This is an optimization exercise on Yosys and OpenROAD, whose aim is small area, not a production implementation.
In this exercise RTL edits were held to simulation tests only and were not proved equivalent to the original.
No activity file was given, so power comes from the tool's default toggle rates. The flow treats the clock pin as an ideal source, which a real chip does not have.

job 101:
==> flow/design.v (excerpt) <==
module seu_window_controller #(
  parameter int NCH = seu_window_controller_pkg::NCH_DEF,
  parameter int CNT_W = seu_window_controller_pkg::CNT_W_DEF,
  parameter int WIN_W = seu_window_controller_pkg::WIN_W_DEF,
  localparam int SEL_W = seu_window_controller_pkg::sel_w(NCH)
) (
  input  logic                 clock,
  input  logic                 reset,
  input  logic                 start,
  input  logic                 stop,
  input  logic                 continuous,
  input  logic [WIN_W-1:0]     window_len,
  input  logic [NCH*CNT_W-1:0] err_count,
  output logic [NCH-1:0]       clear_pulse,
  output logic                 busy,
  output logic                 done,
  output logic                 aborted,
  output logic [15:0]          window_id,
  input  logic                 rd_req,
  input  logic [SEL_W-1:0]     rd_sel,
  output logic                 rd_ack,
  output logic [CNT_W-1:0]     rd_data
);
Size: roughly 3,700 cells after synthesis, about 580 I/O pins, roughly 0.048 mm2 of cells after synthesis.
==> flow/config.mk <==
export PLATFORM = sky130hd
export DESIGN_NAME = seu_window_controller
export DESIGN_NICKNAME = seu_window_controller
export VERILOG_FILES = /design/flow/design.v
export SDC_FILE = /design/flow/constraint.sdc
export NUM_CORES = 4
export LEC_CHECK = 0
export CAP_MARGIN = 5
export CORE_MARGIN = 2
export CORE_UTILIZATION = 80
export SLEW_MARGIN = 5
export SYNTH_HIERARCHICAL = 1
==> flow/constraint.sdc <==
create_clock -name core_clock -period 5.0 [get_ports {clock}]
set_input_delay 1.0000 -clock core_clock [delete_from_list [all_inputs] [get_ports {clock}]]
set_output_delay 1.0000 -clock core_clock [all_outputs]
set_load 0.01 [all_outputs]
standard.sh (not shown) runs the stock make flow with config.mk's settings and CLKGATE_MAP_FILE= SYNTH_SCRIPT=/design/flow/synth_recipe.tcl, a recipe that flattens the netlist after the stock synthesis.
==> flow/flow/run.sh <==
#!/bin/bash
set -euo pipefail
export BUFFER_PORTS_ARGS="-buffer_cell sky130_fd_sc_hd__buf_1"
export CTS_ARGS="-sink_clustering_enable -repair_clock_nets -dont_use_dummy_load -buf_list {sky130_fd_sc_hd__clkbuf_16} -sink_clustering_size 30 -sink_clustering_max_diameter 100"
bash standard.sh finish > flow_make.log 2>&1
Job 101 reached the final stage; the timing, design-rule and antenna checks on its layout passed.
Changes in job 102 relative to job 101:
- CORE_UTILIZATION changed from 80 to 60
## What came out
In the tables for job 102 and job 101, net switching fraction of the power reads lower with job 102.
Sort job 102 and job 101 by design area, descending, and job 102 comes first.
Measured against each other, job 102 and job 101 differ in global-route met2 utilization, the lower figure coming from job 102.
Cmp job 102 and job 101 / routed wire length / higher: job 101
For job 103, these inputs were changed with respect to job 102:
- CAP_MARGIN now 20, was 5
- CORE_UTILIZATION now 40, was 60
- SLEW_MARGIN now 20, was 5
## What came out
Going from job 102 to job 103, the final hold slack was found to have gone up by 5.8 ps.
The run with more setup slack is job 102; job 103 has less.
Summary of the comparison: die area is higher in job 103, relative to job 102.
Summary: with job 102 as the reference, x dimension of the die in job 103 moved up by more than 10%.
NOTE: global-route usage in job 103 falls short of that of job 102
Job 102 has higher peak supply drop than job 103.
Relative to job 102, share of final-layout standard cells stronger than drive strength 1 increased by 0.47 points in job 103.


The RTL this note starts from:
==> flow/design.v <==
package seu_window_controller_pkg;
  typedef enum logic [2:0] {IDLE = 3'd0, CLEAR = 3'd1, SETTLE1 = 3'd2, SETTLE2 = 3'd3,
                            BASE = 3'd4, RUN = 3'd5, SNAP = 3'd6} state_t;
  localparam int NCH_DEF = 7;
  localparam int CNT_W_DEF = 64;
  localparam int WIN_W_DEF = 32;
  function automatic integer sel_w(input integer n);
    sel_w = n > 1 ? $clog2(n) : 1;
  endfunction
endpackage
module seu_snapshot_bank #(
  parameter int NCH = 7,
  parameter int CNT_W = 64,
  parameter int SEL_W = 3,
  parameter int CHUNK = 8
) (
  input  logic                 clock,
  input  logic                 reset,
  input  logic                 capture,
  input  logic                 commit,
  input  logic                 zero,
  input  logic [NCH*CNT_W-1:0] err_count,
  input  logic                 rd_req,
  input  logic [SEL_W-1:0]     rd_sel,
  output logic                 rd_ack,
  output logic [CNT_W-1:0]     rd_data
);
  localparam int NCK = CNT_W / CHUNK;
  logic [CNT_W-1:0] base_n_q [NCH];
  logic [CNT_W-1:0] sum_q [NCH];
  logic [CNT_W-1:0] cy_q [NCH];     
  logic [CNT_W-1:0] sum_d [NCH];
  logic [CNT_W-1:0] cy_d [NCH];
  logic             snap_zero_q;
  logic [CNT_W-1:0] rd_sum, rd_cy;
  always_comb
    for (int k = 0; k < NCH; k++) begin
      logic c;
      cy_d[k] = '0;
      c = 1'b1;
      for (int i = 0; i < CNT_W; i++) begin
        logic a, b;
        if (i % CHUNK == 0 && i != 0) begin
          cy_d[k][i] = c;
          c = 1'b0;
        end
        a = err_count[k*CNT_W + i];
        b = base_n_q[k][i];
        sum_d[k][i] = a ^ b ^ c;
        c = (a & b) | (a & c) | (b & c);
      end
    end
  always_ff @(posedge clock)
    for (int k = 0; k < NCH; k++) begin
      if (capture) base_n_q[k] <= ~err_count[k*CNT_W +: CNT_W];
      if (commit) begin
        sum_q[k] <= sum_d[k];
        for (int j = 1; j < NCK; j++) cy_q[k][j*CHUNK] <= cy_d[k][j*CHUNK];
      end
    end
  always_ff @(posedge clock)
    if (reset) snap_zero_q <= 1'b1;
    else if (commit) snap_zero_q <= zero;
  always_comb begin
    rd_sum = '0;
    rd_cy = '0;
    if (!reset && !snap_zero_q)
      for (int k = 0; k < NCH; k++)
        if (rd_sel == SEL_W'(k)) begin
          rd_sum = sum_q[k];
          for (int j = 1; j < NCK; j++) rd_cy[j*CHUNK] = cy_q[k][j*CHUNK];
        end
  end
  always_ff @(posedge clock) begin
    rd_ack <= reset ? 1'b0 : rd_req;
    if (reset || rd_req) rd_data <= rd_sum + rd_cy;
  end
endmodule
module seu_window_controller #(
  parameter int NCH = seu_window_controller_pkg::NCH_DEF,
  parameter int CNT_W = seu_window_controller_pkg::CNT_W_DEF,
  parameter int WIN_W = seu_window_controller_pkg::WIN_W_DEF,
  localparam int SEL_W = seu_window_controller_pkg::sel_w(NCH)
) (
  input  logic                 clock,
  input  logic                 reset,
  input  logic                 start,
  input  logic                 stop,
  input  logic                 continuous,
  input  logic [WIN_W-1:0]     window_len,
  input  logic [NCH*CNT_W-1:0] err_count,
  output logic [NCH-1:0]       clear_pulse,
  output logic                 busy,
  output logic                 done,
  output logic                 aborted,
  output logic [15:0]          window_id,
  input  logic                 rd_req,
  input  logic [SEL_W-1:0]     rd_sel,
  output logic                 rd_ack,
  output logic [CNT_W-1:0]     rd_data
);
  seu_window_controller_pkg::state_t state_q, state_d;
  logic [WIN_W-1:0] len_q, cnt_q;
  logic abort_q, zero_q, pre_snap;
  always_ff @(posedge clock) state_q <= reset ? seu_window_controller_pkg::IDLE : state_d;
  always_comb begin
    state_d = state_q;
    busy = state_q != seu_window_controller_pkg::IDLE;
    done = state_q == seu_window_controller_pkg::SNAP;
    pre_snap = busy && !done;
    clear_pulse = {NCH{reset || state_q == seu_window_controller_pkg::CLEAR}};
    case (state_q)
      seu_window_controller_pkg::IDLE:    state_d = start ? seu_window_controller_pkg::CLEAR : seu_window_controller_pkg::IDLE;
      seu_window_controller_pkg::CLEAR:   state_d = stop ? seu_window_controller_pkg::SNAP : seu_window_controller_pkg::SETTLE1;
      seu_window_controller_pkg::SETTLE1: state_d = stop ? seu_window_controller_pkg::SNAP : seu_window_controller_pkg::SETTLE2;
      seu_window_controller_pkg::SETTLE2: state_d = stop ? seu_window_controller_pkg::SNAP : seu_window_controller_pkg::BASE;
      seu_window_controller_pkg::BASE:    state_d = stop ? seu_window_controller_pkg::SNAP : seu_window_controller_pkg::RUN;
      seu_window_controller_pkg::RUN:     state_d = stop || cnt_q[WIN_W-1:1] == '0 ? seu_window_controller_pkg::SNAP : seu_window_controller_pkg::RUN;
      seu_window_controller_pkg::SNAP:    state_d = continuous && !abort_q ? seu_window_controller_pkg::CLEAR : seu_window_controller_pkg::IDLE;
      default: state_d = seu_window_controller_pkg::IDLE;
    endcase
  end
  always_ff @(posedge clock) begin
    if (state_q == seu_window_controller_pkg::IDLE && start) len_q <= window_len;
    cnt_q <= state_q == seu_window_controller_pkg::RUN ? cnt_q - WIN_W'(1) : len_q;
  end
  always_ff @(posedge clock) begin
    abort_q <= stop && pre_snap;
    zero_q <= stop && pre_snap && state_q != seu_window_controller_pkg::RUN;
  end
  always_ff @(posedge clock)
    if (reset) begin
      aborted <= 1'b0;
      window_id <= '0;
    end else if (done) begin
      aborted <= abort_q;
      window_id <= window_id + 16'd1;
    end
  seu_snapshot_bank #(.NCH(NCH), .CNT_W(CNT_W), .SEL_W(SEL_W)) u_bank (
    .clock(clock),
    .reset(reset),
    .capture(state_q == seu_window_controller_pkg::BASE),
    .commit(done),
    .zero(zero_q),
    .err_count(err_count),
    .rd_req(rd_req),
    .rd_sel(rd_sel),
    .rd_ack(rd_ack),
    .rd_data(rd_data)
  );
endmodule
clock: 5.0 ns
lec_check: 0
cap_margin: 20
core_margin: 2
core_utilization: 40
slew_margin: 20
==> flow/flow/run.sh <==
#!/bin/bash
set -euo pipefail
export BUFFER_PORTS_ARGS="-buffer_cell sky130_fd_sc_hd__buf_1"
export CTS_ARGS="-sink_clustering_enable -repair_clock_nets -dont_use_dummy_load"
bash standard.sh finish > flow_make.log 2>&1
The baseline finished clean.
==> next run, changes <==
==> flow/run.sh (new file) <==
#!/bin/bash
# synth_recipe.tcl (not shown) runs the flow's synth.tcl, then flattens the netlist and writes it again
# the make line also repeats each setting of config.mk as NAME=value (left out here)
make -C /OpenROAD-flow-scripts/flow DESIGN_CONFIG=/design/flow/config.mk WORK_HOME=/design/flow/orfs CLKGATE_MAP_FILE= SYNTH_SCRIPT=/design/flow/synth_recipe.tcl finish
removed: flow/flow/run.sh
removed: flow/standard.sh
Total power goes up by 5.7%.
Core utilization rises by 3.7 points.
Sequential power is about the same.
Via count increases by about 0.5%.

re-timing with driven ports:
The flow's constraints put no driver on any port. The routed layouts listed below were extracted and timed again, unchanged, in two steps. Step 1 (the two cells are an assumption about what drives the block):
set clk [get_ports {clock}]
set_driving_cell -lib_cell sky130_fd_sc_hd__clkbuf_16 $clk
set_driving_cell -lib_cell sky130_fd_sc_hd__buf_2 [delete_from_list [all_inputs] $clk]
Step 2 times the ports against the registers' clock, not the clock port: input delays grow and output delays shrink by t, the midpoint of the rising clock arrivals with the driver on. Slacks: ideal / step 1 / step 2; pairs: ideal / step 1.
| run | shift t [ns] | slack for setup (ns) | worst hold slack (ns) | worst data-port slew with drivers (ns) | pins driven straight from the clock port |
|---|---|---|---|---|---|
| job 101 | 0.665 | 0.215 / 0.258 / -0.408 | 0.455 / 0.455 / 0.455 | 0.17 | 1 |
| job 102 | 0.693 | 0.364 / 0.414 / -0.278 | 0.450 / 0.450 / 0.450 | 0.13 | 1 |
| job 103 | 0.714 | 0.359 / 0.413 / -0.300 | 0.456 / 0.456 / 0.456 | 0.22 | 1 |
| the first run of note 2 | 0.797 | 0.850 / 0.809 / 0.012 | 0.431 / 0.401 / 0.431 | 0.21 | 1 |
| the second run of note 2 | 0.800 | 0.662 / 0.700 / -0.100 | 0.443 / 0.443 / 0.443 | 0.20 | 1 |
Met with ideal ports but missed after step 2: setup timing in job 101, job 102, job 103 and the second run of note 2. For the first run of note 2, which loses most, drivers alone change the setup slack by -0.041 ns; drivers and shift together by -0.838 ns.
